This is an optimization exercise on Yosys and OpenROAD, whose aim is small area, not a production implementation. In this exercise RTL edits were held to simulation tests only and were not proved equivalent to the original. Power and IR drop assume default switching activity.

## design/flow/design.v

```verilog
`default_nettype none
package letc_pkg;
    localparam int XLEN = 32;
    typedef logic [XLEN-1:0] word_t;
    typedef logic [4:0] reg_idx_t;
    typedef logic [11:0] csr_idx_t;
    localparam csr_idx_t CSR_MSCRATCH = 12'h340;
    localparam csr_idx_t CSR_MTVEC = 12'h305;
    localparam csr_idx_t CSR_MEPC = 12'h341;
    localparam csr_idx_t CSR_MCAUSE = 12'h342;
endpackage
`default_nettype wire
`default_nettype none
package letc_core_pkg;
    localparam logic [31:0]     POISON_WORD = 32'hdead_beef;
    typedef enum logic [1:0] {
        RD_SRC_ALU = 2'd0,
        RD_SRC_MEM = 2'd1,
        RD_SRC_CSR = 2'd2
    } rd_src_e;
    typedef struct packed {
        rd_src_e            rd_src;
        logic [4:0]         rd_idx;
        logic               rd_we;
        logic [31:0]        alu_result;
        logic [31:0]        mem_rdata;
        logic [31:0]        csr_old_val;
        logic [11:0]        csr_idx;
        logic               csr_expl_wen;
        logic [31:0]        csr_new_val;
        logic               sim_exit_req;
    } m2_to_w_s;
    typedef struct packed {
        logic               produces_rd;
        logic [4:0]         rd_idx;
        logic [31:0]        rd_val;
    } fwd_s;
    typedef struct packed {
        logic               we;
        logic [4:0]         idx;
        logic [31:0]        val;
    } rf_wr_s;
    typedef struct packed {
        logic               we;
        logic [11:0]        idx;
        logic [31:0]        wdata;
    } csr_wr_s;
endpackage
`default_nettype wire
`default_nettype none
module letc_core_stage_writeback (
    input  wire logic        clk,
    input  wire logic        rst_n,
    input  wire logic        stall,
    input  wire logic        flush,
    input  wire logic        m2_valid,
    input  wire logic [1:0]  m2_rd_src,
    input  wire logic [4:0]  m2_rd_idx,
    input  wire logic        m2_rd_we,
    input  wire logic [31:0] m2_alu_result,
    input  wire logic [31:0] m2_mem_rdata,
    input  wire logic [31:0] m2_csr_old_val,
    input  wire logic [11:0] m2_csr_idx,
    input  wire logic        m2_csr_wen,
    input  wire logic [31:0] m2_csr_new_val,
    input  wire logic        m2_sim_exit_req,
    output logic             commit,
    output logic             rd_wv,      
    output logic [4:0]       rd_idx,
    output logic [31:0]      rd_val_n,   
    output logic [3:0]       csr_wv,     
    output logic [31:0]      csr_wdata,
    output logic             exit_req
);
    logic [31:0] rd_val_d;
    logic [3:0]  csr_hit_d;
    always_comb begin
        case (m2_rd_src)
            2'd0:    rd_val_d = m2_alu_result;
            2'd1:    rd_val_d = m2_mem_rdata;
            2'd2:    rd_val_d = m2_csr_old_val;
            default: rd_val_d = letc_core_pkg::POISON_WORD;
        endcase
    end
    assign csr_hit_d[0] = (m2_csr_idx == letc_pkg::CSR_MSCRATCH);
    assign csr_hit_d[1] = (m2_csr_idx == letc_pkg::CSR_MTVEC);
    assign csr_hit_d[2] = (m2_csr_idx == letc_pkg::CSR_MEPC);
    assign csr_hit_d[3] = (m2_csr_idx == letc_pkg::CSR_MCAUSE);
    always_ff @(posedge clk) begin
        if (!rst_n) begin
            rd_wv    <= 1'b0;
            csr_wv   <= '0;
            exit_req <= 1'b0;
        end else if (!stall) begin
            rd_wv    <= m2_valid && m2_rd_we && (m2_rd_idx != 5'd0);
            csr_wv   <= {4{m2_valid && m2_csr_wen}} & csr_hit_d;
            exit_req <= m2_valid && m2_sim_exit_req;
        end
    end
    always_ff @(posedge clk) begin
        if (!stall) begin
            rd_idx    <= m2_rd_idx;
            rd_val_n  <= ~rd_val_d;
            csr_wdata <= m2_csr_new_val;
        end
    end
    assign commit = !stall && !flush;
endmodule
`default_nettype wire
`default_nettype none
module letc_core_rf (
    input  wire logic        clk,
    input  wire logic        rst_n,
    input  wire logic        we,
    input  wire logic [4:0]  wr_idx,
    input  wire logic [31:0] wr_val_n,
    input  wire logic        ra_byp,
    input  wire logic        rb_byp,
    input  wire logic [4:0]  ra_idx,
    output logic [31:0]      ra_val,
    input  wire logic [4:0]  rb_idx,
    output logic [31:0]      rb_val
);
    logic [31:0][31:0] slot_n;
    logic [31:0] ra_sel_n;
    logic [31:0] rb_sel_n;
    logic [31:0] wbus_n;
    assign wbus_n = rst_n ? wr_val_n : 32'hffff_ffff;
    assign slot_n[0] = wr_val_n;
    logic [31:1] ld;
    letc_core_rf_wdec wdec (
        .rst_n (rst_n),
        .we    (we),
        .idx   (wr_idx),
        .ld    (ld)
    );
    for (genvar i = 1; i < 32; i++) begin : g_reg
        always_ff @(posedge clk) begin
            if (ld[i]) begin
                slot_n[i] <= wbus_n;
            end
        end
    end
    letc_core_rf_rdec rdec_a (
        .byp   (ra_byp),
        .idx   (ra_idx),
        .sel_n (ra_sel_n)
    );
    letc_core_rf_rdec rdec_b (
        .byp   (rb_byp),
        .idx   (rb_idx),
        .sel_n (rb_sel_n)
    );
    letc_core_rf_rdmux rdmux_a (
        .sel_n  (ra_sel_n),
        .data_n (slot_n),
        .val    (ra_val)
    );
    letc_core_rf_rdmux rdmux_b (
        .sel_n  (rb_sel_n),
        .data_n (slot_n),
        .val    (rb_val)
    );
endmodule
module letc_core_rf_wdec (
    input  wire logic       rst_n,
    input  wire logic       we,
    input  wire logic [4:0] idx,
    output logic [31:1]     ld
);
    always_comb begin
        for (int i = 1; i < 32; i++) begin
            ld[i] = !rst_n || (we && idx == i);
        end
    end
endmodule
module letc_core_rf_rdec (
    input  wire logic       byp,
    input  wire logic [4:0] idx,
    output logic [31:0]     sel_n
);
    always_comb begin
        sel_n[0] = !byp;
        for (int i = 1; i < 32; i++) begin
            sel_n[i] = !(!byp && idx == i);
        end
    end
endmodule
module letc_core_rf_rdmux (
    input  wire logic [31:0] sel_n,
    input  wire logic [31:0][31:0] data_n,
    output logic [31:0]      val
);
    always_comb begin
        val = '0;
        for (int i = 0; i < 32; i++) begin
            val = val | ({32{!sel_n[i]}} & ~data_n[i]);
        end
    end
endmodule
`default_nettype wire
`default_nettype none
module letc_core_csrf (
    input  wire logic        clk,
    input  wire logic        rst_n,
    input  wire logic        commit,
    input  wire logic [3:0]  wv,
    input  wire logic [31:0] wdata,
    input  wire logic [11:0] rd_idx,
    output logic [31:0]      rd_val
);
    logic [31:0] mscratch;
    logic [31:2] mtvec;
    logic [31:1] mepc;
    logic [31:0] mcause;
    logic [31:0] wbus;
    assign wbus = rst_n ? wdata : 32'd0;
    always_ff @(posedge clk) begin
        if (!rst_n || (commit && wv[0])) mscratch <= wbus;
    end
    always_ff @(posedge clk) begin
        if (!rst_n || (commit && wv[1])) mtvec <= wbus[31:2];
    end
    always_ff @(posedge clk) begin
        if (!rst_n || (commit && wv[2])) mepc <= wbus[31:1];
    end
    always_ff @(posedge clk) begin
        if (!rst_n || (commit && wv[3])) mcause <= wbus;
    end
    always_comb begin
        rd_val = ({32{rd_idx == letc_pkg::CSR_MSCRATCH}} & mscratch)
               | ({32{rd_idx == letc_pkg::CSR_MTVEC}}    & {mtvec, 2'b00})
               | ({32{rd_idx == letc_pkg::CSR_MEPC}}     & {mepc, 1'b0})
               | ({32{rd_idx == letc_pkg::CSR_MCAUSE}}   & mcause);
    end
endmodule
`default_nettype wire
`default_nettype none
module letc_core_forwarder (
    input  wire logic       rd_wv,
    input  wire logic [4:0] rd_idx,
    input  wire logic [4:0] rs1_idx,
    input  wire logic [4:0] rs2_idx,
    output logic            rs1_hit,
    output logic            rs2_hit
);
    assign rs1_hit = rd_wv && (rd_idx == rs1_idx);
    assign rs2_hit = rd_wv && (rd_idx == rs2_idx);
endmodule
`default_nettype wire
`default_nettype none
module letc_core_backend (
    input  wire logic        clk,
    input  wire logic        rst_n,
    input  wire logic        m2_valid,
    input  wire logic [1:0]  m2_rd_src,
    input  wire logic [4:0]  m2_rd_idx,
    input  wire logic        m2_rd_we,
    input  wire logic [31:0] m2_alu_result,
    input  wire logic [31:0] m2_mem_rdata,
    input  wire logic [31:0] m2_csr_old_val,
    input  wire logic [11:0] m2_csr_idx,
    input  wire logic        m2_csr_wen,
    input  wire logic [31:0] m2_csr_new_val,
    input  wire logic        m2_sim_exit_req,
    input  wire logic        stall,
    input  wire logic        flush,
    input  wire logic [4:0]  rs1_idx,
    input  wire logic [4:0]  rs2_idx,
    output logic [31:0]      rs1_val,
    output logic [31:0]      rs2_val,
    input  wire logic [11:0] csr_rd_idx,
    output logic [31:0]      csr_rd_val,
    output logic             exit_req
);
    logic        commit;
    logic        rd_wv;
    logic [4:0]  rd_idx;
    logic [31:0] rd_val_n;
    logic [3:0]  csr_wv;
    logic [31:0] csr_wdata;
    logic        rs1_hit;
    logic        rs2_hit;
    letc_core_stage_writeback stage_writeback (
        .clk             (clk),
        .rst_n           (rst_n),
        .stall           (stall),
        .flush           (flush),
        .m2_valid        (m2_valid),
        .m2_rd_src       (m2_rd_src),
        .m2_rd_idx       (m2_rd_idx),
        .m2_rd_we        (m2_rd_we),
        .m2_alu_result   (m2_alu_result),
        .m2_mem_rdata    (m2_mem_rdata),
        .m2_csr_old_val  (m2_csr_old_val),
        .m2_csr_idx      (m2_csr_idx),
        .m2_csr_wen      (m2_csr_wen),
        .m2_csr_new_val  (m2_csr_new_val),
        .m2_sim_exit_req (m2_sim_exit_req),
        .commit          (commit),
        .rd_wv           (rd_wv),
        .rd_idx          (rd_idx),
        .rd_val_n        (rd_val_n),
        .csr_wv          (csr_wv),
        .csr_wdata       (csr_wdata),
        .exit_req        (exit_req)
    );
    letc_core_forwarder forwarder (
        .rd_wv   (rd_wv),
        .rd_idx  (rd_idx),
        .rs1_idx (rs1_idx),
        .rs2_idx (rs2_idx),
        .rs1_hit (rs1_hit),
        .rs2_hit (rs2_hit)
    );
    letc_core_rf rf (
        .clk    (clk),
        .rst_n  (rst_n),
        .we     (commit && rd_wv),
        .wr_idx (rd_idx),
        .wr_val_n (rd_val_n),
        .ra_byp (rs1_hit),
        .rb_byp (rs2_hit),
        .ra_idx (rs1_idx),
        .ra_val (rs1_val),
        .rb_idx (rs2_idx),
        .rb_val (rs2_val)
    );
    letc_core_csrf csrf (
        .clk    (clk),
        .rst_n  (rst_n),
        .commit (commit),
        .wv     (csr_wv),
        .wdata  (csr_wdata),
        .rd_idx (csr_rd_idx),
        .rd_val (csr_rd_val)
    );
endmodule
`default_nettype wire
`default_nettype none
module letc_backend_top (
    input  wire logic        clk,
    input  wire logic        rst_n,
    input  wire logic        m2_valid,
    input  wire logic [1:0]  m2_rd_src,
    input  wire logic [4:0]  m2_rd_idx,
    input  wire logic        m2_rd_we,
    input  wire logic [31:0] m2_alu_result,
    input  wire logic [31:0] m2_mem_rdata,
    input  wire logic [31:0] m2_csr_old_val,
    input  wire logic [11:0] m2_csr_idx,
    input  wire logic        m2_csr_wen,
    input  wire logic [31:0] m2_csr_new_val,
    input  wire logic        m2_sim_exit_req,
    input  wire logic        stall,
    input  wire logic        flush,
    input  wire logic [4:0]  rs1_idx,
    input  wire logic [4:0]  rs2_idx,
    output logic [31:0]      rs1_val,
    output logic [31:0]      rs2_val,
    input  wire logic [11:0] csr_rd_idx,
    output logic [31:0]      csr_rd_val,
    output logic             exit_req
);
    letc_core_backend backend (
        .clk             (clk),
        .rst_n           (rst_n),
        .m2_valid        (m2_valid),
        .m2_rd_src       (m2_rd_src),
        .m2_rd_idx       (m2_rd_idx),
        .m2_rd_we        (m2_rd_we),
        .m2_alu_result   (m2_alu_result),
        .m2_mem_rdata    (m2_mem_rdata),
        .m2_csr_old_val  (m2_csr_old_val),
        .m2_csr_idx      (m2_csr_idx),
        .m2_csr_wen      (m2_csr_wen),
        .m2_csr_new_val  (m2_csr_new_val),
        .m2_sim_exit_req (m2_sim_exit_req),
        .stall           (stall),
        .flush           (flush),
        .rs1_idx         (rs1_idx),
        .rs2_idx         (rs2_idx),
        .rs1_val         (rs1_val),
        .rs2_val         (rs2_val),
        .csr_rd_idx      (csr_rd_idx),
        .csr_rd_val      (csr_rd_val),
        .exit_req        (exit_req)
    );
endmodule
`default_nettype wire
```

## design/flow/flow/run.sh

```bash
#!/bin/bash
# own layout flow:
#  1. the read multiplexers of the register file are mapped by hand
#     (gen_rdmux.py), the rest goes through the standard synthesis script
#     with an area-oriented abc script; registers are untouched
#  2. the standard layout steps, with small port buffers and a lean clock tree
set -euo pipefail
W="$(cd "$(dirname "${BASH_SOURCE[0]}")/.." && pwd)"
cd "$W"

python3 "$W/flow/gen_rdmux.py" "$W/design.v" "$W/design_mapped.v" > "$W/gen_rdmux.log" 2>&1

export MY_ABC_SCRIPT="$W/flow/area.abc"
export FLOW_SYNTH_TCL="$W/synth_recipe.tcl"

make -C "$FLOW_HOME" DESIGN_CONFIG="$W/config.mk" WORK_HOME="$W/orfs" CLKGATE_MAP_FILE= \
  SYNTH_SCRIPT="$W/flow/synth.tcl" VERILOG_FILES="$W/design_mapped.v" synth > "$W/synth.log" 2>&1

if [[ -n "${MY_SYNTH_ONLY:-}" ]]; then exit 0; fi

bash "$W/standard.sh" \
  "BUFFER_PORTS_ARGS=-buffer_cell sky130_fd_sc_hd__buf_1" \
  "CTS_ARGS=-sink_clustering_enable -repair_clock_nets -dont_use_dummy_load -buf_list sky130_fd_sc_hd__clkbuf_16 -sink_clustering_size 28 -sink_clustering_max_diameter 90" \
  finish > "$W/layout.log" 2>&1
```

## design/flow/flow/area.abc

```
strash
dch
map -a
topo
```

## design/flow/flow/gen_rdmux.py

```python
#!/usr/bin/env python3
"""Replace the bodies of the register file's read multiplexer and its read and
write decoders in a design file with hand-mapped sky130hd netlists. Ports and
functions stay exactly those of the RTL modules.
usage: gen_rdmux.py IN.v OUT.v"""
import re
import sys

P = "sky130_fd_sc_hd__"


def cell(typ, name, **pins):
    conn = ", ".join(f".{p}({n})" for p, n in pins.items())
    return f"  {P}{typ} {name} ({conn});"


def rdmux():
    # per output bit: 16 o22ai (two one-hot terms each, select and data
    # active low) -> 4 nor4 -> nand4
    L = ["module letc_core_rf_rdmux (sel_n, data_n, val);",
         "  input wire [31:0] sel_n;",
         "  input wire [1023:0] data_n;",
         "  output wire [31:0] val;"]
    for b in range(32):
        L.append(f"  wire [15:0] p{b};")
        L.append(f"  wire [3:0] q{b};")
        for k in range(16):
            i, j = 2 * k, 2 * k + 1
            L.append(cell("o22ai_1", f"o_{b}_{k}", A1=f"sel_n[{i}]", A2=f"data_n[{i*32+b}]",
                          B1=f"sel_n[{j}]", B2=f"data_n[{j*32+b}]", Y=f"p{b}[{k}]"))
        for g in range(4):
            L.append(cell("nor4_1", f"r_{b}_{g}", A=f"p{b}[{4*g}]", B=f"p{b}[{4*g+1}]",
                          C=f"p{b}[{4*g+2}]", D=f"p{b}[{4*g+3}]", Y=f"q{b}[{g}]"))
        L.append(cell("nand4_1", f"n_{b}", A=f"q{b}[0]", B=f"q{b}[1]", C=f"q{b}[2]",
                      D=f"q{b}[3]", Y=f"val[{b}]"))
    L.append("endmodule")
    return "\n".join(L)


def lit(bit, val, pos, neg):
    return pos if val else neg


def wdec():
    # ld[i] = !rst_n | (we & idx == i): and3 predecodes, a21oi, strong inverter
    L = ["module letc_core_rf_wdec (rst_n, we, idx, ld);",
         "  input wire rst_n;",
         "  input wire we;",
         "  input wire [4:0] idx;",
         "  output wire [31:1] ld;",
         "  wire [4:0] idx_n;",
         "  wire rst;",
         "  wire [3:0] hi;",
         "  wire [7:0] lo;",
         "  wire [31:1] ld_n;"]
    for k in range(5):
        L.append(cell("inv_1", f"ii_{k}", A=f"idx[{k}]", Y=f"idx_n[{k}]"))
    L.append(cell("inv_2", "irst", A="rst_n", Y="rst"))
    for j in range(4):
        L.append(cell("and3_1", f"hi_{j}", A="we",
                      B=f"idx[4]" if j & 2 else f"idx_n[4]",
                      C=f"idx[3]" if j & 1 else f"idx_n[3]", X=f"hi[{j}]"))
    for k in range(8):
        L.append(cell("and3_1", f"lo_{k}",
                      A=f"idx[2]" if k & 4 else f"idx_n[2]",
                      B=f"idx[1]" if k & 2 else f"idx_n[1]",
                      C=f"idx[0]" if k & 1 else f"idx_n[0]", X=f"lo[{k}]"))
    for i in range(1, 32):
        L.append(cell("a21oi_1", f"d_{i}", A1=f"hi[{i >> 3}]", A2=f"lo[{i & 7}]", B1="rst",
                      Y=f"ld_n[{i}]"))
        L.append(cell("inv_2", f"b_{i}", A=f"ld_n[{i}]", Y=f"ld[{i}]"))
    L.append("endmodule")
    return "\n".join(L)


def rdec():
    # sel_n[0] = !byp; sel_n[i] = !(!byp & idx == i): and3 predecodes, nand2
    L = ["module letc_core_rf_rdec (byp, idx, sel_n);",
         "  input wire byp;",
         "  input wire [4:0] idx;",
         "  output wire [31:0] sel_n;",
         "  wire [4:0] idx_n;",
         "  wire nbyp;",
         "  wire [3:0] hi;",
         "  wire [7:0] lo;"]
    for k in range(5):
        L.append(cell("inv_1", f"ii_{k}", A=f"idx[{k}]", Y=f"idx_n[{k}]"))
    L.append(cell("inv_2", "ib0", A="byp", Y="sel_n[0]"))
    L.append(cell("inv_1", "ib1", A="byp", Y="nbyp"))
    for j in range(4):
        L.append(cell("and3_1", f"hi_{j}", A="nbyp",
                      B=f"idx[4]" if j & 2 else f"idx_n[4]",
                      C=f"idx[3]" if j & 1 else f"idx_n[3]", X=f"hi[{j}]"))
    for k in range(8):
        L.append(cell("and3_1", f"lo_{k}",
                      A=f"idx[2]" if k & 4 else f"idx_n[2]",
                      B=f"idx[1]" if k & 2 else f"idx_n[1]",
                      C=f"idx[0]" if k & 1 else f"idx_n[0]", X=f"lo[{k}]"))
    for i in range(1, 32):
        L.append(cell("nand2_2", f"s_{i}", A=f"hi[{i >> 3}]", B=f"lo[{i & 7}]", Y=f"sel_n[{i}]"))
    L.append("endmodule")
    return "\n".join(L)


src = open(sys.argv[1]).read()
for name, gen in (("letc_core_rf_rdmux", rdmux), ("letc_core_rf_wdec", wdec),
                  ("letc_core_rf_rdec", rdec)):
    m = re.search(r"module\s+" + name + r"\b.*?endmodule", src, re.S)
    if not m:
        sys.exit(name + " not found")
    src = src[:m.start()] + gen() + src[m.end():]
open(sys.argv[2], "w").write(src)
```

## design/flow/flow/synth.tcl

```tcl
# The standard synthesis script, with only abc's mapping script replaced
# by an area-oriented one (registers are mapped before abc and stay the same)
proc abc {args} {
  set i [lsearch -exact $args -script]
  if {$i >= 0} { set args [lreplace $args $i [expr {$i+1}] -script $::env(MY_ABC_SCRIPT)] }
  set j [lsearch -exact $args -D]
  if {$j >= 0} { set args [lreplace $args $j [expr {$j+1}]] }
  yosys abc {*}$args
}
source $::env(FLOW_SYNTH_TCL)
```

## design/flow/standard.sh

```bash
#!/bin/bash
# synth_recipe.tcl (not shown) runs the flow's synth.tcl, then flattens the netlist and writes it again
# the make line also repeats each setting of config.mk as NAME=value (left out here)
make -C /OpenROAD-flow-scripts/flow DESIGN_CONFIG=/design/flow/config.mk WORK_HOME=/design/flow/orfs CLKGATE_MAP_FILE= SYNTH_SCRIPT=/design/flow/synth_recipe.tcl "${@:-finish}"
```

## design/flow/config.mk

```make
export PLATFORM = sky130hd
export DESIGN_NAME = letc_backend_top
export DESIGN_NICKNAME = letc_backend_top
export VERILOG_FILES = /design/flow/design.v
export SDC_FILE = /design/flow/constraint.sdc
export NUM_CORES = 4
export LEC_CHECK = 0
export CAP_MARGIN = 5
export CORE_MARGIN = 2
export CORE_UTILIZATION = 70
export PLACE_DENSITY = 0.8
export SLEW_MARGIN = 5
```

## design/flow/constraint.sdc

```tcl
create_clock -name core_clock -period 7.0 [get_ports {clk}]
set_input_delay 1.4000 -clock core_clock [delete_from_list [all_inputs] [get_ports {clk}]]
set_output_delay 1.4000 -clock core_clock [all_outputs]
set_load 0.01 [all_outputs]
```

==> run_results.csv, run 1 <==
group,metric,value,unit
status,status,"complete, no violations",
clocking,tritoncts,"yes",
synthesis,synth-simple-area-share,7.70,%
hold_path,hold_depth,2,
routing,antenna_left,0,
layout,final_nets,3723,
synthesis,syn-instance-count,3094,
clocking,clk_path_buf_depth,3,
synthesis,synth_most_common_cell,"edfxtp_1",
layout,register_area,0.0357,mm2
power,p_int,0.00993,W
timing,fmax,152,MHz
synthesis,synthMuxAreaShare,0,%
power,powerDensity,253,mW/mm2
routing,drc_errors,0,
setup_path,crit_type,"primary input to output port",
synthesis,ys_async_sr_fraction,0,%
global_routing,grt_max_degree,65,
floorplanning,dieHeight,264,um
placed_design,place_hpwl,106000,um
synthesis,ys_ff_latch,1192,
routing,drt_pass1_iterations,12,
timing,hold_viol,0,
timing,worst_slew_pin_slew,1.36,ns
layout,fin_area,0.0517,mm2
global_routing,antenna_found_initial,8,
setup_path,reg2reg_slack,4.07,ns
clocking,cts_buffers,48,
global_routing,track_usage,47.9,%
clocking,cts_root_buf,"clkbuf_16",
routing,vias,37900,
setup_path,critPathArrivalTime,5.19,ns
setup_path,r2r-start,"backend.stage_writeback.rd_wv",
placed_design,place_congestion,1.09,
layout,drive_gt1_share,9.31,%
placed_design,pre_cts_ws,0.829,ns
routing,initialDrtViolationCount,8630,
clocking,htreeDepth,2,
global_routing,grt_pass1_wl,238000,um
synthesis,ys_top_cells_by_count,"edfxtp_1 (1186), o22ai_1 (1024), nor4_1 (261), nand4_1 (95), nand2_2 (62)",
hold_path,hold_path_class,"register to register",
power,power_leakage,16.0,nW
setup_path,reg2reg_to,"backend.rf.slot_n[949]",
timing,grt_setup_unrepaired,"no",
clocking,post_cts_buffers,0,
floorplanning,design.die.area,0.0695,mm2
synthesis,synth_edf_count,1186,
power,vdd.ir_drop.worst,0.000232,V
timing,worst_slack,0.406,ns
clocking,cts-resized-gates,0,
setup_path,critPathMaxFanout,18,
power,p_switching,0.00315,W
placed_design,placed_cell_area,0.0505,mm2
synthesis,synth-adder-area-share,0,%
power,sw_frac_of_total,24.1,%
timing,finClkSkew,0.0370,ns
timing,finalSetupTns,0,ns
timing,period_minus_slack,6.59,ns
synthesis,synth_top_family_by_area,"compound AO/OA/AOI/OAI gates",
synthesis,synth_area,0.0472,mm2
synthesis,syn_nets,3271,
clocking,clkTransAtPathRegs,0.11,ns
layout,syn2layout_area_growth,9.49,%
timing,period_share,94.2,%
setup_path,critPathLaunchType,"primary input",
synthesis,synth_xor_area_share,0.0742,%
setup_path,cp-end-kind,"output port",
setup_path,crit_required,5.60,ns
routing,routed_via_density,8.58,
synthesis,ys_seq_area_share,75.7,%
clocking,clock_latency,0.67,ns
power,pwr-share-seq,66.8,%
power,clkPwrFrac,25.1,%
clocking,cts_num_sinks,1192,
synthesis,yosys.area.top_type,"edfxtp_1",
synthesis,synth_ff_type,"edfxtp_1",
synthesis,ys_types,26,
synthesis,synth_area_leaders,"edfxtp_1 (75%), o22ai_1 (14%), nor4_1 (3.5%)",
layout,fillers,3818,
global_routing,grt_pass1_vias,36000,
setup_path,r2r_cells,6,
floorplanning,initial_utilization,70.5,%
floorplanning,coreArea,0.0669,mm2
floorplanning,ios,274,
hold_path,hp-start,"backend.stage_writeback.csr_wv[0]",
power,power,0.0131,W
floorplanning,die_x,264,um
placed_design,port_buffers,273,
clocking,cts_hold_buf,0,
routing,wl_per_cell,38.4,um
synthesis,synth_top_area_share,75.4,%
synthesis,postSynthAreaPerCell,15.3,um2
flow_run,drv_cap,0,
timing,drv_slew,0,
global_routing,grt_overflow,0,
synthesis,synth_warnings,3,
layout,utilization,77.2,%
floorplanning,fp-row-count,95,
timing,finalSetupViolCount,0,
power,combPwrFrac,8.0,%
layout,multi_input_area,0.0111,mm2
synthesis,synth_compound_area_share,15.7,%
routing,routed_wl,170000,um
timing,max-slew-margin-rel,7.99,%
hold_path,whs_endpoint,"backend.stage_writeback.csr_wv[0]",
-- per-layer routing --
metal | part of all wire, % | GRT usage (%)
met2 | 41 | 65.7
met1 | 29 | 61.4
met5 | 0.21 | 2.15
met4 | 9.1 | 30.8
met3 | 21 | 22.9
-- cell families (layout without fill, tap and decap cells) --
group                     Yosys count  after routing
and+or+nand+nor                   626            626
AOI/OAI and AO/OA                1167           1167
xor gates and xnor gates            4              4
DFF                              1192           1192
other                               0              3
buffers and inverters             105            555
-- worst max-delay path: stages --
cell and delay, ns:
buf_1 0.13, a22oi_1 0.21, o21ai_0 0.13, nor3_1 0.30
inv_1 0.13, and3_1 0.30, nand2_2 0.78, buf_4 0.27
o22ai_1 0.10, nor4_1 0.90, nand4_1 0.33, buf_1 0.22
-- sequential cells by signal, indices dropped and copies added (netlist names), 5 cells and up --
name                               cells
backend.csrf.mtvec                    30
backend.stage_writeback.csr_wdata     32
backend.csrf.mscratch                 32
backend.rf.slot_n                    992
backend.stage_writeback.rd_idx         5
backend.stage_writeback.rd_val_n      32
backend.csrf.mepc                     31
backend.csrf.mcause                   32
-- metrics by stage --
stage / instances / hold WS, ns
final: 4420 / 0.487
after global routing: 4417 / 0.524
after CTS: 4417 / 0.483
after detailed placement: 4369 / 0.468
after global placement: 4369 / 0.461
after floorplan: 3094 / 0.447
-- power by group through the flow --
stage | logic [W] | registers [W] | clock network, W
6_report | 0.00105 | 0.00874 | 0.00329
5_1_grt | 0.00106 | 0.00877 | 0.00342
4_1_cts | 0.000984 | 0.00872 | 0.00319
3_5_place_dp | 0.000983 | 0.00888 | 0
3_3_place_gp | 0.000955 | 0.00884 | 0
2_1_floorplan | 0.000501 | 0.00876 | 0
-- layout make-up --
cell class | count | area share [%]
antenna | 3 | 0.0145
clock buffer | 48 | 2.32
inverter | 105 | 0.767
multi-input combinational | 1797 | 21.5
sequential | 1192 | 69.1
tap | 873 | 2.11
timing repair buffer | 402 | 4.15
-- cell usage in the layout, fill, tap and decap left out --
cell type | netlist | routed
clkbuf_16 | 0 | 48
nor2_2 | 0 | 2
nor3_2 | 0 | 3
and3_2 | 2 | 2
dfxtp_1 | 6 | 6
nand4_1 | 95 | 95
buf_12 | 0 | 12
a22oi_1 | 33 | 33
and3_1 | 36 | 36
o21ai_2 | 0 | 4
nand3_1 | 36 | 36
a221oi_1 | 24 | 24
clkinv_2 | 0 | 2
nor4_1 | 261 | 261
buf_1 | 0 | 273
o21ai_0 | 7 | 3
o311ai_0 | 1 | 1
a22o_2 | 9 | 9
nand2_1 | 47 | 47
inv_2 | 34 | 34
o2111ai_1 | 2 | 2
inv_1 | 17 | 17
nand2_2 | 62 | 62
xnor2_1 | 4 | 4
nor2_1 | 45 | 43
o22ai_1 | 1024 | 1024
clkinv_1 | 54 | 52
or2_2 | 34 | 34
or3_2 | 1 | 1
buf_4 | 0 | 117
diode_2 | 0 | 3
o21a_1 | 23 | 23
a21oi_1 | 44 | 44
nor3_1 | 7 | 4
edfxtp_1 | 1186 | 1186
-- worst max path at each step --
stage | slack [ns] | from | endpoint | cells after the start
3_5_place_dp | 0.83 | rs2_idx[2] | rs2_val[28] | 12
3_3_place_gp | 0.84 | rs2_idx[2] | rs2_val[27] | 12
4_1_cts | 0.81 | rs1_idx[0] | rs1_val[27] | 12
6_report | 0.41 | rs1_idx[0] | rs1_val[27] | 12
5_1_grt | 0.22 | rs1_idx[0] | rs1_val[27] | 12
2_1_floorplan | 1.54 | csr_rd_idx[5] | csr_rd_val[10] | 6
==> inputs of run 2 (changes only) <==
--- a/design/flow/design.v
+++ b/design/flow/design.v
@@ -114,6 +114,7 @@
     input  wire logic        we,
     input  wire logic [4:0]  wr_idx,
     input  wire logic [31:0] wr_val_n,
+    input  wire logic        byp_we,
     input  wire logic        ra_byp,
     input  wire logic        rb_byp,
     input  wire logic [4:0]  ra_idx,
@@ -141,15 +142,23 @@
             end
         end
     end
+    logic [31:1] shadow_n;
+    letc_core_rf_bdec bdec (
+        .we       (byp_we),
+        .idx      (wr_idx),
+        .shadow_n (shadow_n)
+    );
     letc_core_rf_rdec rdec_a (
-        .byp   (ra_byp),
-        .idx   (ra_idx),
-        .sel_n (ra_sel_n)
+        .byp      (ra_byp),
+        .shadow_n (shadow_n),
+        .idx      (ra_idx),
+        .sel_n    (ra_sel_n)
     );
     letc_core_rf_rdec rdec_b (
-        .byp   (rb_byp),
-        .idx   (rb_idx),
-        .sel_n (rb_sel_n)
+        .byp      (rb_byp),
+        .shadow_n (shadow_n),
+        .idx      (rb_idx),
+        .sel_n    (rb_sel_n)
     );
     letc_core_rf_rdmux rdmux_a (
         .sel_n  (ra_sel_n),
@@ -174,15 +183,27 @@
         end
     end
 endmodule
+module letc_core_rf_bdec (
+    input  wire logic       we,
+    input  wire logic [4:0] idx,
+    output logic [31:1]     shadow_n
+);
+    always_comb begin
+        for (int i = 1; i < 32; i++) begin
+            shadow_n[i] = !(we && idx == i);
+        end
+    end
+endmodule
 module letc_core_rf_rdec (
     input  wire logic       byp,
+    input  wire logic [31:1] shadow_n,
     input  wire logic [4:0] idx,
     output logic [31:0]     sel_n
 );
     always_comb begin
         sel_n[0] = !byp;
         for (int i = 1; i < 32; i++) begin
-            sel_n[i] = !(!byp && idx == i);
+            sel_n[i] = !(shadow_n[i] && idx == i);
         end
     end
 endmodule
@@ -319,6 +340,7 @@
         .we     (commit && rd_wv),
         .wr_idx (rd_idx),
         .wr_val_n (rd_val_n),
+        .byp_we (rd_wv),
         .ra_byp (rs1_hit),
         .rb_byp (rs2_hit),
         .ra_idx (rs1_idx),
--- a/design/flow/flow/run.sh
+++ b/design/flow/flow/run.sh
@@ -20,5 +20,6 @@
 
 bash "$W/standard.sh" \
   "BUFFER_PORTS_ARGS=-buffer_cell sky130_fd_sc_hd__buf_1" \
+  "GPL_KEEP_OVERFLOW=0" \
   "CTS_ARGS=-sink_clustering_enable -repair_clock_nets -dont_use_dummy_load -buf_list sky130_fd_sc_hd__clkbuf_16 -sink_clustering_size 28 -sink_clustering_max_diameter 90" \
   finish > "$W/layout.log" 2>&1
--- a/design/flow/flow/gen_rdmux.py
+++ b/design/flow/flow/gen_rdmux.py
@@ -74,21 +74,48 @@
 
 
 def rdec():
-    # sel_n[0] = !byp; sel_n[i] = !(!byp & idx == i): and3 predecodes, nand2
-    L = ["module letc_core_rf_rdec (byp, idx, sel_n);",
+    # sel_n[0] = !byp; sel_n[i] = !(shadow_n[i] & idx == i): and2/and3
+    # predecodes of idx, nand3 with the early shadow flag
+    L = ["module letc_core_rf_rdec (byp, shadow_n, idx, sel_n);",
          "  input wire byp;",
+         "  input wire [31:1] shadow_n;",
          "  input wire [4:0] idx;",
          "  output wire [31:0] sel_n;",
          "  wire [4:0] idx_n;",
-         "  wire nbyp;",
          "  wire [3:0] hi;",
          "  wire [7:0] lo;"]
     for k in range(5):
         L.append(cell("inv_1", f"ii_{k}", A=f"idx[{k}]", Y=f"idx_n[{k}]"))
     L.append(cell("inv_2", "ib0", A="byp", Y="sel_n[0]"))
-    L.append(cell("inv_1", "ib1", A="byp", Y="nbyp"))
     for j in range(4):
-        L.append(cell("and3_1", f"hi_{j}", A="nbyp",
+        L.append(cell("and2_1", f"hi_{j}",
+                      A=f"idx[4]" if j & 2 else f"idx_n[4]",
+                      B=f"idx[3]" if j & 1 else f"idx_n[3]", X=f"hi[{j}]"))
+    for k in range(8):
+        L.append(cell("and3_1", f"lo_{k}",
+                      A=f"idx[2]" if k & 4 else f"idx_n[2]",
+                      B=f"idx[1]" if k & 2 else f"idx_n[1]",
+                      C=f"idx[0]" if k & 1 else f"idx_n[0]", X=f"lo[{k}]"))
+    for i in range(1, 32):
+        L.append(cell("nand3_2", f"s_{i}", A=f"hi[{i >> 3}]", B=f"lo[{i & 7}]",
+                      C=f"shadow_n[{i}]", Y=f"sel_n[{i}]"))
+    L.append("endmodule")
+    return "\n".join(L)
+
+
+def bdec():
+    # shadow_n[i] = !(we & idx == i): and3/and3 predecodes, nand2
+    L = ["module letc_core_rf_bdec (we, idx, shadow_n);",
+         "  input wire we;",
+         "  input wire [4:0] idx;",
+         "  output wire [31:1] shadow_n;",
+         "  wire [4:0] idx_n;",
+         "  wire [3:0] hi;",
+         "  wire [7:0] lo;"]
+    for k in range(5):
+        L.append(cell("inv_1", f"ii_{k}", A=f"idx[{k}]", Y=f"idx_n[{k}]"))
+    for j in range(4):
+        L.append(cell("and3_1", f"hi_{j}", A="we",
                       B=f"idx[4]" if j & 2 else f"idx_n[4]",
                       C=f"idx[3]" if j & 1 else f"idx_n[3]", X=f"hi[{j}]"))
     for k in range(8):
@@ -97,14 +124,15 @@
                       B=f"idx[1]" if k & 2 else f"idx_n[1]",
                       C=f"idx[0]" if k & 1 else f"idx_n[0]", X=f"lo[{k}]"))
     for i in range(1, 32):
-        L.append(cell("nand2_2", f"s_{i}", A=f"hi[{i >> 3}]", B=f"lo[{i & 7}]", Y=f"sel_n[{i}]"))
+        L.append(cell("nand2_1", f"s_{i}", A=f"hi[{i >> 3}]", B=f"lo[{i & 7}]",
+                      Y=f"shadow_n[{i}]"))
     L.append("endmodule")
     return "\n".join(L)
 
 
 src = open(sys.argv[1]).read()
 for name, gen in (("letc_core_rf_rdmux", rdmux), ("letc_core_rf_wdec", wdec),
-                  ("letc_core_rf_rdec", rdec)):
+                  ("letc_core_rf_rdec", rdec), ("letc_core_rf_bdec", bdec)):
     m = re.search(r"module\s+" + name + r"\b.*?endmodule", src, re.S)
     if not m:
         sys.exit(name + " not found")
--- a/design/flow/config.mk
+++ b/design/flow/config.mk
@@ -5,8 +5,8 @@
 export SDC_FILE = /design/flow/constraint.sdc
 export NUM_CORES = 4
 export LEC_CHECK = 0
-export CAP_MARGIN = 5
+export CAP_MARGIN = 20
 export CORE_MARGIN = 2
 export CORE_UTILIZATION = 70
 export PLACE_DENSITY = 0.8
-export SLEW_MARGIN = 5
+export SLEW_MARGIN = 20
==> run_results.csv, run 2 <==
group,metric,value,unit
status,status,"complete, no violations",
floorplanning,dieHeight,265,um
placed_design,place_congestion,0.906,
timing,worst_slew_pin_slew,1.29,ns
synthesis,synth_area,0.0477,mm2
setup_path,r2r-start,"backend.stage_writeback.rd_idx[2]",
setup_path,critPathArrivalTime,4.78,ns
global_routing,track_usage,47.6,%
setup_path,cp-end-kind,"output port",
clocking,cts_root_buf,"clkbuf_16",
clocking,cts-resized-gates,0,
layout,layout_common_cells,"edfxtp_1 (1186), o22ai_1 (1024), buf_1 (271)",
clocking,htreeDepth,2,
routing,drc_errors,0,
layout,utilization,77.6,%
timing,period_share,88.2,%
clocking,cts_hold_buf,0,
setup_path,reg2reg_slack,4.27,ns
clocking,cts_buffers,49,
synthesis,ys_top_cells_by_count,"edfxtp_1 (1186), o22ai_1 (1024), nor4_1 (261), clkinv_1 (114), nand4_1 (65)",
floorplanning,initial_utilization,70.9,%
power,p_switching,0.00320,W
routing,vias,38200,
layout,largest_register_ffs,992,
placed_design,place_hpwl,95300,um
layout,final_nets,3677,
routing,antenna_left,0,
synthesis,yosys.area.top_type,"edfxtp_1",
flow_run,drv_cap,0,
global_routing,grt_overflow,0,
synthesis,ys_async_sr_fraction,0,%
clocking,post_cts_buffers,0,
hold_path,hold_path_class,"register to register",
synthesis,synth_ff_type,"edfxtp_1",
global_routing,grt_pass1_vias,36000,
setup_path,crit_type,"primary input to output port",
power,powerDensity,252,mW/mm2
power,combPwrFrac,8.1,%
placed_design,port_buffers,273,
synthesis,synth_area_leaders,"edfxtp_1 (75%), o22ai_1 (13%), nor4_1 (3.4%)",
global_routing,grt_pass1_wl,238000,um
layout,syn2layout_area_growth,9.49,%
timing,period_minus_slack,6.18,ns
setup_path,critPathLaunchType,"primary input",
setup_path,crit_end,"rs2_val[17]",
timing,hold_viol,0,
power,p_int,0.00996,W
timing,grt_setup_unrepaired,"no",
synthesis,ys_seq_area_share,74.9,%
setup_path,crit_required,5.60,ns
floorplanning,ios,274,
power,power_leakage,15.8,nW
routing,wl_per_cell,38.9,um
hold_path,hold_depth,2,
setup_path,crit_start,"rs2_idx[3]",
timing,finClkSkew,0.0689,ns
power,pwr-share-seq,66.4,%
routing,drt_pass1_iterations,9,
layout,fillers,3742,
routing,routed_wl,170000,um
synthesis,syn-instance-count,3143,
power,sw_frac_of_total,24.4,%
synthesis,synth_edf_count,1186,
synthesis,synth_top_area_share,74.7,%
power,vdd.ir_drop.worst,0.000234,V
layout,top_register,"backend.rf.slot_n",
global_routing,grt_max_degree,71,
synthesis,synth_most_common_cell,"edfxtp_1",
placed_design,pre_cts_ws,1.26,ns
routing,initialDrtViolationCount,9002,
clocking,clkTransAtPathRegs,0.09,ns
setup_path,critPathMaxFanout,32,
synthesis,syn_nets,3320,
setup_path,r2r_cells,4,
timing,max-slew-margin-rel,13.8,%
power,clkPwrFrac,25.5,%
floorplanning,design.die.area,0.0702,mm2
synthesis,synth_warnings,3,
floorplanning,coreArea,0.0673,mm2
global_routing,antenna_found_initial,5,
clocking,cts_num_sinks,1192,
routing,routed_via_density,8.73,
synthesis,ys_ff_latch,1192,
timing,finalSetupViolCount,0,
timing,worst_slack,0.824,ns
clocking,clk_path_buf_depth,3,
setup_path,reg2reg_to,"backend.rf.slot_n[541]",
timing,finalSetupTns,0,ns
layout,drive_gt1_share,6.75,%
timing,fmax,162,MHz
clocking,clock_latency,0.69,ns
floorplanning,die_x,265,um
clocking,tritoncts,"yes",
layout,layout_commonest_cell,"edfxtp_1",
synthesis,ys_types,28,
synthesis,postSynthAreaPerCell,15.2,um2
floorplanning,fp-row-count,95,
timing,drv_slew,0,
[run 2: changes by cell type after synthesis, moves of 4 or more]
cell	before	now
nand2_2	62	0
nand3_2	0	62
clkinv_1	54	114
nand4_1	95	65
o221ai_1	0	30
nand3_1	36	9
and2_1	0	8
and3_1	36	40
[run 2: routing by layer]
| metal | wire, um | track usage, % |
|---|---|---|
| met2 | 71200 | 67.4 |
| met4 | 14000 | 30.5 |
| met1 | 51900 | 60.9 |
| met3 | 33200 | 20.0 |
| met5 | 212 | 1.73 |
[run 2: cells by family (layout without fill, tap and decap cells)]
group / after synthesis / count (layout) / synth area share [%]
AO/OA/AOI/OAI: 1196 / 1196 / 16.1
XOR/XNOR: 4 / 4 / 0.0735
buffers and inverters: 168 / 523 / 1.32
flip-flops: 1192 / 1192 / 74.9
other: 0 / 8 / 0
AND/OR/NAND/NOR: 583 / 583 / 7.61
[run 2: final cells by class]
cell class / instances / area (um2) / share of cell area [%]
sequential: 1192 / 35700 / 68.4
multi-input combinational: 1783 / 11600 / 22.2
timing repair buffer: 306 / 1870 / 3.58
clock buffer: 49 / 1230 / 2.35
tap: 873 / 1090 / 2.09
inverter: 168 / 662 / 1.27
antenna: 8 / 20.0 / 0.0383
[run 2: worst min-delay path by stage]
stage                                            startpoint                                end  slack (ns)
after floorplan           backend.stage_writeback.csr_wv[0]  backend.stage_writeback.csr_wv[0]        0.45
after CTS                 backend.stage_writeback.csr_wv[3]  backend.stage_writeback.csr_wv[3]        0.48
after global placement    backend.stage_writeback.csr_wv[3]  backend.stage_writeback.csr_wv[3]        0.46
final                     backend.stage_writeback.csr_wv[0]  backend.stage_writeback.csr_wv[0]        0.49
after global routing      backend.stage_writeback.csr_wv[3]  backend.stage_writeback.csr_wv[3]        0.50
after detailed placement  backend.stage_writeback.csr_wv[3]  backend.stage_writeback.csr_wv[3]        0.47
[run 2: metrics by stage]
stage	area (um2)	total power (W)	hold WS, ns	std cells
floorplan	47700	0.00927	0.447	3143
detailed placement	50700	0.00986	0.471	4312
global route	52200	0.0133	0.496	4373
global placement	49800	0.00976	0.462	4289
finish	52200	0.0132	0.490	4379
CTS	51900	0.0130	0.483	4361
[run 2: power by group through the flow]
| stage | clock (W) | combinational [W] | sequential [W] |
|---|---|---|---|
| floorplan | 0 | 0.000512 | 0.00876 |
| global placement | 0 | 0.000925 | 0.00884 |
| detailed placement | 0 | 0.000986 | 0.00887 |
| CTS | 0.00325 | 0.000991 | 0.00871 |
| global route | 0.00347 | 0.00107 | 0.00877 |
| finish | 0.00336 | 0.00106 | 0.00874 |
[run 2: worst max-delay path, stage by stage]
cell     delay, ns
buf_1         0.17
inv_1         0.07
and2_1        0.39
nand3_2       0.90
o22ai_1       0.26
nor4_1        1.05
nand4_1       0.30
buf_1         0.23
==> inputs of run 3 (changes only) <==
--- a/design/flow/design.v
+++ b/design/flow/design.v
@@ -248,12 +248,28 @@
     always_ff @(posedge clk) begin
         if (!rst_n || (commit && wv[3])) mcause <= wbus;
     end
-    always_comb begin
-        rd_val = ({32{rd_idx == letc_pkg::CSR_MSCRATCH}} & mscratch)
-               | ({32{rd_idx == letc_pkg::CSR_MTVEC}}    & {mtvec, 2'b00})
-               | ({32{rd_idx == letc_pkg::CSR_MEPC}}     & {mepc, 1'b0})
-               | ({32{rd_idx == letc_pkg::CSR_MCAUSE}}   & mcause);
-    end
+    letc_core_csrf_rdmux rdmux (
+        .sel      ({rd_idx == letc_pkg::CSR_MCAUSE, rd_idx == letc_pkg::CSR_MEPC,
+                    rd_idx == letc_pkg::CSR_MTVEC, rd_idx == letc_pkg::CSR_MSCRATCH}),
+        .mscratch (mscratch),
+        .mtvec    (mtvec),
+        .mepc     (mepc),
+        .mcause   (mcause),
+        .val      (rd_val)
+    );
+endmodule
+module letc_core_csrf_rdmux (
+    input  wire logic [3:0]  sel,        
+    input  wire logic [31:0] mscratch,
+    input  wire logic [31:2] mtvec,
+    input  wire logic [31:1] mepc,
+    input  wire logic [31:0] mcause,
+    output logic [31:0]      val
+);
+    assign val = ({32{sel[0]}} & mscratch)
+               | ({32{sel[1]}} & {mtvec, 2'b00})
+               | ({32{sel[2]}} & {mepc, 1'b0})
+               | ({32{sel[3]}} & mcause);
 endmodule
 `default_nettype wire
 `default_nettype none
--- a/design/flow/flow/gen_rdmux.py
+++ b/design/flow/flow/gen_rdmux.py
@@ -68,14 +68,14 @@
     for i in range(1, 32):
         L.append(cell("a21oi_1", f"d_{i}", A1=f"hi[{i >> 3}]", A2=f"lo[{i & 7}]", B1="rst",
                       Y=f"ld_n[{i}]"))
-        L.append(cell("inv_2", f"b_{i}", A=f"ld_n[{i}]", Y=f"ld[{i}]"))
+        L.append(cell("inv_4", f"b_{i}", A=f"ld_n[{i}]", Y=f"ld[{i}]"))
     L.append("endmodule")
     return "\n".join(L)
 
 
 def rdec():
     # sel_n[0] = !byp; sel_n[i] = !(shadow_n[i] & idx == i): and2/and3
-    # predecodes of idx, nand3 with the early shadow flag
+    # predecodes of idx, and3 with the early shadow flag, strong inverter
     L = ["module letc_core_rf_rdec (byp, shadow_n, idx, sel_n);",
          "  input wire byp;",
          "  input wire [31:1] shadow_n;",
@@ -86,7 +86,7 @@
          "  wire [7:0] lo;"]
     for k in range(5):
         L.append(cell("inv_1", f"ii_{k}", A=f"idx[{k}]", Y=f"idx_n[{k}]"))
-    L.append(cell("inv_2", "ib0", A="byp", Y="sel_n[0]"))
+    L.append(cell("inv_4", "ib0", A="byp", Y="sel_n[0]"))
     for j in range(4):
         L.append(cell("and2_1", f"hi_{j}",
                       A=f"idx[4]" if j & 2 else f"idx_n[4]",
@@ -96,9 +96,12 @@
                       A=f"idx[2]" if k & 4 else f"idx_n[2]",
                       B=f"idx[1]" if k & 2 else f"idx_n[1]",
                       C=f"idx[0]" if k & 1 else f"idx_n[0]", X=f"lo[{k}]"))
+    # each select line spans every bit slice: and3 into a strong inverter
+    L.append("  wire [31:1] sel;")
     for i in range(1, 32):
-        L.append(cell("nand3_2", f"s_{i}", A=f"hi[{i >> 3}]", B=f"lo[{i & 7}]",
-                      C=f"shadow_n[{i}]", Y=f"sel_n[{i}]"))
+        L.append(cell("and3_1", f"s_{i}", A=f"hi[{i >> 3}]", B=f"lo[{i & 7}]",
+                      C=f"shadow_n[{i}]", X=f"sel[{i}]"))
+        L.append(cell("inv_4", f"d_{i}", A=f"sel[{i}]", Y=f"sel_n[{i}]"))
     L.append("endmodule")
     return "\n".join(L)
 
@@ -130,9 +133,40 @@
     return "\n".join(L)
 
 
+def csrmux():
+    # per bit: a22oi over the csrs present at that bit, nand to merge
+    L = ["module letc_core_csrf_rdmux (sel, mscratch, mtvec, mepc, mcause, val);",
+         "  input wire [3:0] sel;",
+         "  input wire [31:0] mscratch;",
+         "  input wire [31:2] mtvec;",
+         "  input wire [31:1] mepc;",
+         "  input wire [31:0] mcause;",
+         "  output wire [31:0] val;"]
+    for b in range(32):
+        L.append(f"  wire u{b}, v{b};")
+        if b >= 2:
+            L.append(cell("a22oi_1", f"a_{b}", A1="sel[0]", A2=f"mscratch[{b}]",
+                          B1="sel[1]", B2=f"mtvec[{b}]", Y=f"u{b}"))
+            L.append(cell("a22oi_1", f"b_{b}", A1="sel[2]", A2=f"mepc[{b}]",
+                          B1="sel[3]", B2=f"mcause[{b}]", Y=f"v{b}"))
+            L.append(cell("nand2_1", f"n_{b}", A=f"u{b}", B=f"v{b}", Y=f"val[{b}]"))
+        elif b == 1:
+            L.append(cell("a22oi_1", f"a_{b}", A1="sel[0]", A2=f"mscratch[{b}]",
+                          B1="sel[2]", B2=f"mepc[{b}]", Y=f"u{b}"))
+            L.append(cell("nand2_1", f"b_{b}", A="sel[3]", B=f"mcause[{b}]", Y=f"v{b}"))
+            L.append(cell("nand2_1", f"n_{b}", A=f"u{b}", B=f"v{b}", Y=f"val[{b}]"))
+        else:
+            L.append(cell("a22oi_1", f"a_{b}", A1="sel[0]", A2=f"mscratch[{b}]",
+                          B1="sel[3]", B2=f"mcause[{b}]", Y=f"u{b}"))
+            L.append(cell("inv_1", f"n_{b}", A=f"u{b}", Y=f"val[{b}]"))
+    L.append("endmodule")
+    return "\n".join(L)
+
+
 src = open(sys.argv[1]).read()
 for name, gen in (("letc_core_rf_rdmux", rdmux), ("letc_core_rf_wdec", wdec),
-                  ("letc_core_rf_rdec", rdec), ("letc_core_rf_bdec", bdec)):
+                  ("letc_core_rf_rdec", rdec), ("letc_core_rf_bdec", bdec),
+                  ("letc_core_csrf_rdmux", csrmux)):
     m = re.search(r"module\s+" + name + r"\b.*?endmodule", src, re.S)
     if not m:
         sys.exit(name + " not found")
==> run_results.csv, run 3 <==
group,metric,value,unit
synthesis,ys_async_sr_fraction,0,%
timing,fmax,176,MHz
layout,register_area,0.0357,mm2
synthesis,yosys.area.top_type,"edfxtp_1",
global_routing,antenna_found_initial,7,
synthesis,synth-adder-area-share,0,%
setup_path,worst_path_dominant_cell_family,"simple AND/OR/NAND/NOR gates",
floorplanning,design.die.area,0.0703,mm2
synthesis,synth_most_common_cell,"edfxtp_1",
setup_path,cp-end-kind,"output port",
setup_path,crit_start,"rs2_idx[1]",
timing,period_share,81.2,%
timing,grt_setup_unrepaired,"no",
setup_path,r2r-start,"backend.stage_writeback.rd_wv",
placed_design,port_buffers,273,
setup_path,reg2reg_slack,4.29,ns
synthesis,ys_top_cells_by_count,"edfxtp_1 (1186), o22ai_1 (1024), nor4_1 (262), and3_1 (102), inv_4 (95)",
layout,layout_common_cells,"edfxtp_1 (1186), o22ai_1 (1024), buf_1 (271)",
routing,drc_errors,0,
synthesis,syn-instance-count,3165,
synthesis,synth_ff_type,"edfxtp_1",
clocking,cts-resized-gates,0,
setup_path,crit_required,5.60,ns
clocking,cts_root_buf,"clkbuf_16",
timing,finClkSkew,0.0622,ns
hold_path,whs_endpoint,"backend.stage_writeback.exit_req",
setup_path,slowest_stage,"nor4_1",
floorplanning,coreArea,0.0674,mm2
synthesis,synth_top_family_by_area,"compound AO/OA/AOI/OAI gates",
clocking,cts_num_sinks,1192,
synthesis,syn_nets,3342,
global_routing,grt_pass1_wl,236000,um
setup_path,path_buf_inv,4,
timing,hold_viol,0,
global_routing,grt_max_degree,71,
placed_design,pre_cts_ws,1.53,ns
clocking,clkTransAtPathRegs,0.09,ns
routing,drt_pass1_iterations,13,
layout,largest_register_ffs,992,
synthesis,ys_types,29,
placed_design,place_congestion,1.03,
setup_path,critPathMaxFanout,32,
timing,worst_slack,1.31,ns
layout,top_register,"backend.rf.slot_n",
timing,hold_slack,0.522,ns
hold_path,hp-start,"backend.stage_writeback.exit_req",
layout,fin_area,0.0514,mm2
synthesis,synth_area,0.0478,mm2
floorplanning,fp-row-count,95,
global_routing,grt_pass1_vias,36100,
clocking,cts_buffers,49,
placed_design,place_hpwl,94400,um
synthesis,synthMuxAreaShare,0,%
synthesis,synth_top_area_share,74.6,%
clocking,tritoncts,"yes",
synthesis,ys_ff_latch,1192,
timing,drv_slew,0,
setup_path,reg2reg_to,"backend.rf.slot_n[828]",
synthesis,synth_warnings,3,
layout,utilization,76.3,%
status,status,"complete, no violations",
routing,initialDrtViolationCount,9119,
floorplanning,ios,274,
setup_path,r2r_cells,5,
clocking,post_cts_buffers,0,
global_routing,grt_overflow,0,
layout,syn2layout_area_growth,7.62,%
setup_path,max_stage_delay,0.91,ns
hold_path,hold_depth,2,
layout,drive_gt1_share,6.31,%
floorplanning,die_x,265,um
setup_path,crit_chain,"buf_1 > inv_1 > and3_1 > and3_1 > inv_4 > o22ai_1 > nor4_1 > nand4_1 > buf_1",
clocking,clock_latency,0.68,ns
layout,layout_commonest_cell,"edfxtp_1",
synthesis,synth_edf_count,1186,
setup_path,critPathArrivalTime,4.29,ns
synthesis,synth_compound_area_share,16.0,%
floorplanning,dieHeight,265,um
power,powerDensity,255,mW/mm2
routing,wl_per_cell,39.0,um
power,vdd.ir_drop.worst,0.000275,V
synthesis,synth_xor_area_share,0.0734,%
routing,routed_via_density,8.70,
layout,final_nets,3683,
synthesis,synth_area_leaders,"edfxtp_1 (75%), o22ai_1 (13%), nor4_1 (3.4%)",
clocking,htreeDepth,2,
global_routing,track_usage,47.4,%
timing,finalSetupViolCount,0,
floorplanning,initial_utilization,70.9,%
power,power_leakage,16.0,nW
synthesis,ys_seq_area_share,74.8,%
synthesis,postSynthAreaPerCell,15.1,um2
synthesis,synth-simple-area-share,7.31,%
flow_run,drv_cap,0,
setup_path,crit_type,"primary input to output port",
hold_path,hold_path_class,"register to register",
timing,worst_slew_pin_slew,1.08,ns
routing,routed_wl,171000,um
clocking,clk_path_buf_depth,3,
setup_path,critPathLaunchType,"primary input",
timing,finalSetupTns,0,ns
timing,max-slew-margin-rel,27.1,%
layout,fillers,3924,
routing,antenna_left,0,
placed_design,placed_cell_area,0.0501,mm2
layout,multi_input_area,0.0112,mm2
routing,vias,38100,
timing,period_minus_slack,5.69,ns
clocking,cts_hold_buf,0,
-- run 3: worst max path at each step --
stage | end | cells past startpoint | slack, ns
after global routing | csr_rd_val[30] | 12 | 1.33
after CTS | csr_rd_val[13] | 12 | 1.52
final | rs2_val[24] | 9 | 1.31
after floorplan | csr_rd_val[10] | 6 | 1.10
after detailed placement | csr_rd_val[13] | 12 | 1.53
after global placement | csr_rd_val[13] | 8 | -1.62
-- run 3: area by class of cell --
| class | instances | share of cell area, % |
|---|---|---|
| diodes | 6 | 0.0292 |
| clock buffers | 49 | 2.39 |
| inverters | 165 | 1.69 |
| multi-input cells | 1808 | 21.9 |
| flip-flops and latches | 1192 | 69.5 |
| well taps | 873 | 2.13 |
| repair buffers | 290 | 2.37 |
-- run 3: worst register-to-register path, cell delays in order, from the launching register on --
cell	delay, ns
dfxtp_1	0.46
clkinv_1	0.09
nor2_1	0.46
and3_1	0.45
a21oi_1	0.16
inv_4	0.65
-- run 3: where the power goes --
part | switching, W | internal [W] | total [W]
sequential | 0.000290 | 0.00844 | 0.00873
clock | 0.00208 | 0.00126 | 0.00334
combinational | 0.000814 | 0.000235 | 0.00105
total | 0.00319 | 0.00994 | 0.0131
-- run 3: cell families after synthesis --
kind of cell / Yosys count
DFF: 1192
xor gates and xnor gates: 4
and+or+nand+nor: 607
AOI/OAI and AO/OA: 1197
buffers and inverters: 165
-- run 3: routing by layer --
metal / track usage, % / share of wire (%)
met5: 1.73 / 0.14
met4: 28.9 / 7.5
met3: 22.1 / 20
met2: 66.8 / 42
met1: 60.1 / 30
-- run 3: stage by stage --
stage          power, W  instances
6_report         0.0131       4383
5_1_grt          0.0133       4379
4_1_cts          0.0129       4376
3_5_place_dp    0.00985       4327
3_3_place_gp    0.00977       4311
2_1_floorplan   0.00927       3165
==> inputs of run 4 (changes only) <==
--- a/design/flow/design.v
+++ b/design/flow/design.v
@@ -142,21 +142,21 @@
             end
         end
     end
-    logic [31:1] shadow_n;
+    logic [31:1] shadow;
     letc_core_rf_bdec bdec (
-        .we       (byp_we),
-        .idx      (wr_idx),
-        .shadow_n (shadow_n)
+        .we     (byp_we),
+        .idx    (wr_idx),
+        .shadow (shadow)
     );
     letc_core_rf_rdec rdec_a (
         .byp      (ra_byp),
-        .shadow_n (shadow_n),
+        .shadow   (shadow),
         .idx      (ra_idx),
         .sel_n    (ra_sel_n)
     );
     letc_core_rf_rdec rdec_b (
         .byp      (rb_byp),
-        .shadow_n (shadow_n),
+        .shadow   (shadow),
         .idx      (rb_idx),
         .sel_n    (rb_sel_n)
     );
@@ -186,24 +186,24 @@
 module letc_core_rf_bdec (
     input  wire logic       we,
     input  wire logic [4:0] idx,
-    output logic [31:1]     shadow_n
+    output logic [31:1]     shadow
 );
     always_comb begin
         for (int i = 1; i < 32; i++) begin
-            shadow_n[i] = !(we && idx == i);
+            shadow[i] = we && idx == i;
         end
     end
 endmodule
 module letc_core_rf_rdec (
     input  wire logic       byp,
-    input  wire logic [31:1] shadow_n,
+    input  wire logic [31:1] shadow,
     input  wire logic [4:0] idx,
     output logic [31:0]     sel_n
 );
     always_comb begin
         sel_n[0] = !byp;
         for (int i = 1; i < 32; i++) begin
-            sel_n[i] = !(shadow_n[i] && idx == i);
+            sel_n[i] = !(!shadow[i] && idx == i);
         end
     end
 endmodule
--- a/design/flow/flow/gen_rdmux.py
+++ b/design/flow/flow/gen_rdmux.py
@@ -74,61 +74,61 @@
 
 
 def rdec():
-    # sel_n[0] = !byp; sel_n[i] = !(shadow_n[i] & idx == i): and2/and3
-    # predecodes of idx, and3 with the early shadow flag, strong inverter
-    L = ["module letc_core_rf_rdec (byp, shadow_n, idx, sel_n);",
+    # sel_n[0] = !byp; sel_n[i] = !(!shadow[i] & idx == i): active-low
+    # predecodes of idx (nand2/nand3), nor3 with the shadow flag, then a
+    # strong inverter, since each select line spans every bit slice
+    L = ["module letc_core_rf_rdec (byp, shadow, idx, sel_n);",
          "  input wire byp;",
-         "  input wire [31:1] shadow_n;",
+         "  input wire [31:1] shadow;",
          "  input wire [4:0] idx;",
          "  output wire [31:0] sel_n;",
          "  wire [4:0] idx_n;",
-         "  wire [3:0] hi;",
-         "  wire [7:0] lo;"]
+         "  wire [3:0] hi_n;",
+         "  wire [7:0] lo_n;",
+         "  wire [31:1] sel;"]
     for k in range(5):
         L.append(cell("inv_1", f"ii_{k}", A=f"idx[{k}]", Y=f"idx_n[{k}]"))
     L.append(cell("inv_4", "ib0", A="byp", Y="sel_n[0]"))
     for j in range(4):
-        L.append(cell("and2_1", f"hi_{j}",
+        L.append(cell("nand2_1", f"hi_{j}",
                       A=f"idx[4]" if j & 2 else f"idx_n[4]",
-                      B=f"idx[3]" if j & 1 else f"idx_n[3]", X=f"hi[{j}]"))
+                      B=f"idx[3]" if j & 1 else f"idx_n[3]", Y=f"hi_n[{j}]"))
     for k in range(8):
-        L.append(cell("and3_1", f"lo_{k}",
+        L.append(cell("nand3_1", f"lo_{k}",
                       A=f"idx[2]" if k & 4 else f"idx_n[2]",
                       B=f"idx[1]" if k & 2 else f"idx_n[1]",
-                      C=f"idx[0]" if k & 1 else f"idx_n[0]", X=f"lo[{k}]"))
-    # each select line spans every bit slice: and3 into a strong inverter
-    L.append("  wire [31:1] sel;")
+                      C=f"idx[0]" if k & 1 else f"idx_n[0]", Y=f"lo_n[{k}]"))
     for i in range(1, 32):
-        L.append(cell("and3_1", f"s_{i}", A=f"hi[{i >> 3}]", B=f"lo[{i & 7}]",
-                      C=f"shadow_n[{i}]", X=f"sel[{i}]"))
+        L.append(cell("nor3_1", f"s_{i}", A=f"hi_n[{i >> 3}]", B=f"lo_n[{i & 7}]",
+                      C=f"shadow[{i}]", Y=f"sel[{i}]"))
         L.append(cell("inv_4", f"d_{i}", A=f"sel[{i}]", Y=f"sel_n[{i}]"))
     L.append("endmodule")
     return "\n".join(L)
 
 
 def bdec():
-    # shadow_n[i] = !(we & idx == i): and3/and3 predecodes, nand2
-    L = ["module letc_core_rf_bdec (we, idx, shadow_n);",
+    # shadow[i] = we & idx == i: active-low nand predecodes, nor2
+    L = ["module letc_core_rf_bdec (we, idx, shadow);",
          "  input wire we;",
          "  input wire [4:0] idx;",
-         "  output wire [31:1] shadow_n;",
+         "  output wire [31:1] shadow;",
          "  wire [4:0] idx_n;",
-         "  wire [3:0] hi;",
-         "  wire [7:0] lo;"]
+         "  wire [3:0] hi_n;",
+         "  wire [7:0] lo_n;"]
     for k in range(5):
         L.append(cell("inv_1", f"ii_{k}", A=f"idx[{k}]", Y=f"idx_n[{k}]"))
     for j in range(4):
-        L.append(cell("and3_1", f"hi_{j}", A="we",
+        L.append(cell("nand3_1", f"hi_{j}", A="we",
                       B=f"idx[4]" if j & 2 else f"idx_n[4]",
-                      C=f"idx[3]" if j & 1 else f"idx_n[3]", X=f"hi[{j}]"))
+                      C=f"idx[3]" if j & 1 else f"idx_n[3]", Y=f"hi_n[{j}]"))
     for k in range(8):
-        L.append(cell("and3_1", f"lo_{k}",
+        L.append(cell("nand3_1", f"lo_{k}",
                       A=f"idx[2]" if k & 4 else f"idx_n[2]",
                       B=f"idx[1]" if k & 2 else f"idx_n[1]",
-                      C=f"idx[0]" if k & 1 else f"idx_n[0]", X=f"lo[{k}]"))
+                      C=f"idx[0]" if k & 1 else f"idx_n[0]", Y=f"lo_n[{k}]"))
     for i in range(1, 32):
-        L.append(cell("nand2_1", f"s_{i}", A=f"hi[{i >> 3}]", B=f"lo[{i & 7}]",
-                      Y=f"shadow_n[{i}]"))
+        L.append(cell("nor2_1", f"s_{i}", A=f"hi_n[{i >> 3}]", B=f"lo_n[{i & 7}]",
+                      Y=f"shadow[{i}]"))
     L.append("endmodule")
     return "\n".join(L)
 
==> run_results.csv, run 4 <==
group,metric,value,unit
layout,drive_gt1_share,6.33,%
global_routing,antenna_found_initial,7,
setup_path,crit_required,5.60,ns
routing,vias,38200,
clocking,htreeDepth,2,
layout,fillers,3847,
synthesis,ys_seq_area_share,75.0,%
placed_design,place_congestion,0.978,
setup_path,critPathArrivalTime,4.36,ns
timing,period_share,82.3,%
setup_path,cp-end-kind,"output port",
power,p_int,0.00996,W
setup_path,reg2reg_to,"backend.rf.slot_n[995]",
floorplanning,fp-row-count,95,
placed_design,pre_cts_ws,1.57,ns
clocking,cts_root_buf,"clkbuf_16",
timing,hold_viol,0,
setup_path,critPathLaunchType,"primary input",
synthesis,syn_nets,3342,
timing,finalSetupViolCount,0,
synthesis,synth_ff_type,"edfxtp_1",
synthesis,ys_types,28,
setup_path,cp_num_cells,9,
layout,syn2layout_area_growth,7.67,%
clocking,tritoncts,"yes",
hold_path,hold_path_class,"register to register",
setup_path,slowest_stage,"nor4_1",
clocking,cts_num_sinks,1192,
layout,layout_commonest_cell,"edfxtp_1",
layout,layout_common_cells,"edfxtp_1 (1186), o22ai_1 (1024), buf_1 (271)",
timing,drv_slew,0,
routing,antenna_left,0,
clocking,post_cts_buffers,0,
clocking,clock_latency,0.70,ns
synthesis,synth_most_common_cell,"edfxtp_1",
setup_path,reg2reg_slack,4.57,ns
power,p_switching,0.00319,W
status,status,"complete, no violations",
floorplanning,dieHeight,265,um
power,clkPwrFrac,25.5,%
power,pwr-share-seq,66.4,%
floorplanning,coreArea,0.0673,mm2
global_routing,grt_max_degree,71,
placed_design,placed_cell_area,0.0500,mm2
timing,grt_setup_unrepaired,"no",
synthesis,postSynthAreaPerCell,15.0,um2
synthesis,ys_ff_latch,1192,
flow_run,drv_cap,0,
global_routing,track_usage,48.1,%
global_routing,grt_overflow,0,
timing,finClkSkew,0.0901,ns
layout,fin_cells,4383,
synthesis,ys_top_cells_by_count,"edfxtp_1 (1186), o22ai_1 (1024), nor4_1 (262), inv_4 (95), nor2_1 (82)",
layout,final_nets,3684,
layout,register_area,0.0357,mm2
synthesis,syn-instance-count,3165,
clocking,cts-resized-gates,0,
hold_path,hp-start,"backend.stage_writeback.csr_wv[2]",
global_routing,grt_pass1_wl,239000,um
power,powerDensity,256,mW/mm2
setup_path,path_buf_inv,4,
clocking,cts_hold_buf,0,
routing,drc_errors,0,
layout,largest_register_ffs,992,
routing,routed_wl,173000,um
routing,wl_per_cell,39.5,um
clocking,clkTransAtPathRegs,0.11,ns
synthesis,synth_top_area_share,74.8,%
setup_path,r2r-start,"backend.stage_writeback.rd_wv",
floorplanning,design.die.area,0.0701,mm2
placed_design,placed_cells_incl_taps,4328,
==> run 4: changes by cell type after synthesis, sizes merged <==
cell,delta
nand2,-23
nor3,+62
and3,-90
nor2,+31
and2,-8
nand3,+28
==> run 4: kinds of logic after synthesis <==
kind of cell	share of synthesized area, %
AO/OA/AOI/OAI	16.0
flip-flops	75.0
AND/OR/NAND/NOR	7.05
buffers and inverters	1.80
XOR/XNOR	0.0736
==> run 4: worst max-delay path by stage <==
stage / to / slack [ns] / start
3_5_place_dp: rs2_val[11] / 1.57 / rs2_idx[3]
2_1_floorplan: csr_rd_val[10] / 1.10 / csr_rd_idx[11]
4_1_cts: rs2_val[11] / 1.56 / rs2_idx[3]
6_report: rs2_val[11] / 1.24 / rs2_idx[3]
5_1_grt: rs1_val[7] / 1.28 / rs1_idx[0]
3_3_place_gp: csr_rd_val[2] / -1.52 / csr_rd_idx[11]
==> run 4: through the flow <==
stage	hold WS [ns]	total power (W)	TNS (ns)	util, %
floorplan	0.490	0.00927	0	-
global placement	0.513	0.00978	-46.63	73.9
detailed placement	0.518	0.00985	0	74.3
CTS	0.545	0.0129	0	76.2
global route	0.578	0.0133	0	76.2
finish	0.553	0.0131	0	76.2
==> run 4: power by group through the flow <==
stage                     clock network [W]  logic, W  registers, W
after floorplan                           0  0.000509       0.00876
after global placement                    0  0.000944       0.00883
after detailed placement                  0  0.000983       0.00887
after CTS                           0.00325  0.000987       0.00870
after global routing                0.00347   0.00106       0.00876
final                               0.00336   0.00106       0.00873
==> run 4: routing by layer <==
| layer | track usage [%] | vias up | wire length [um] |
|---|---|---|---|
| met5 | 1.59 | - | 344 |
| met4 | 24.7 | 14 | 12300 |
| met3 | 26.0 | 1119 | 36600 |
| met2 | 67.4 | 4820 | 71300 |
| met1 | 60.9 | 17800 | 52500 |
| li1 | - | 14400 | - |
==> run 4: cell type report <==
cell class	count	share of cell area (%)
clock buffer	50	2.44
antenna	5	0.0244
tap	873	2.13
sequential	1192	69.7
timing repair buffer	290	2.36
inverter	165	1.69
multi-input combinational	1808	21.7
==> run 4: worst register-to-register path: cells and delay by family (launching register included) <==
family	cells	cell delay (ns)
simple gates	2	0.58
compound gates	1	0.17
buf+inv	2	0.76
flops	1	0.52

static timing again, ports no longer ideal:
In the flow no input, the clock included, has a driving cell. The finished layouts below were timed again as built, in two steps.
Step 1 sets driving cells, clkbuf_16 on the clock port and buf_2 on the other inputs (assumed; they add their load-dependent delay and slew).
Step 2, shift: input delay + t, output delay - t, t = (earliest + latest rising clock arrival at the registers) / 2. This alone moves slack from input paths to output paths.
Three values: no drivers, after step 1, after step 2; two values: the first two.
run | shift t [ns] | slack for setup (ns)
run 1 | 0.714 | 0.406 / 0.385 / 0.385
run 2 | 0.728 | 0.824 / 0.729 / 0.729
run 3 | 0.725 | 1.315 / 1.105 / 1.105
run 4 | 0.712 | 1.240 / 1.215 / 1.215
After both steps setup and hold are still met in every run listed.
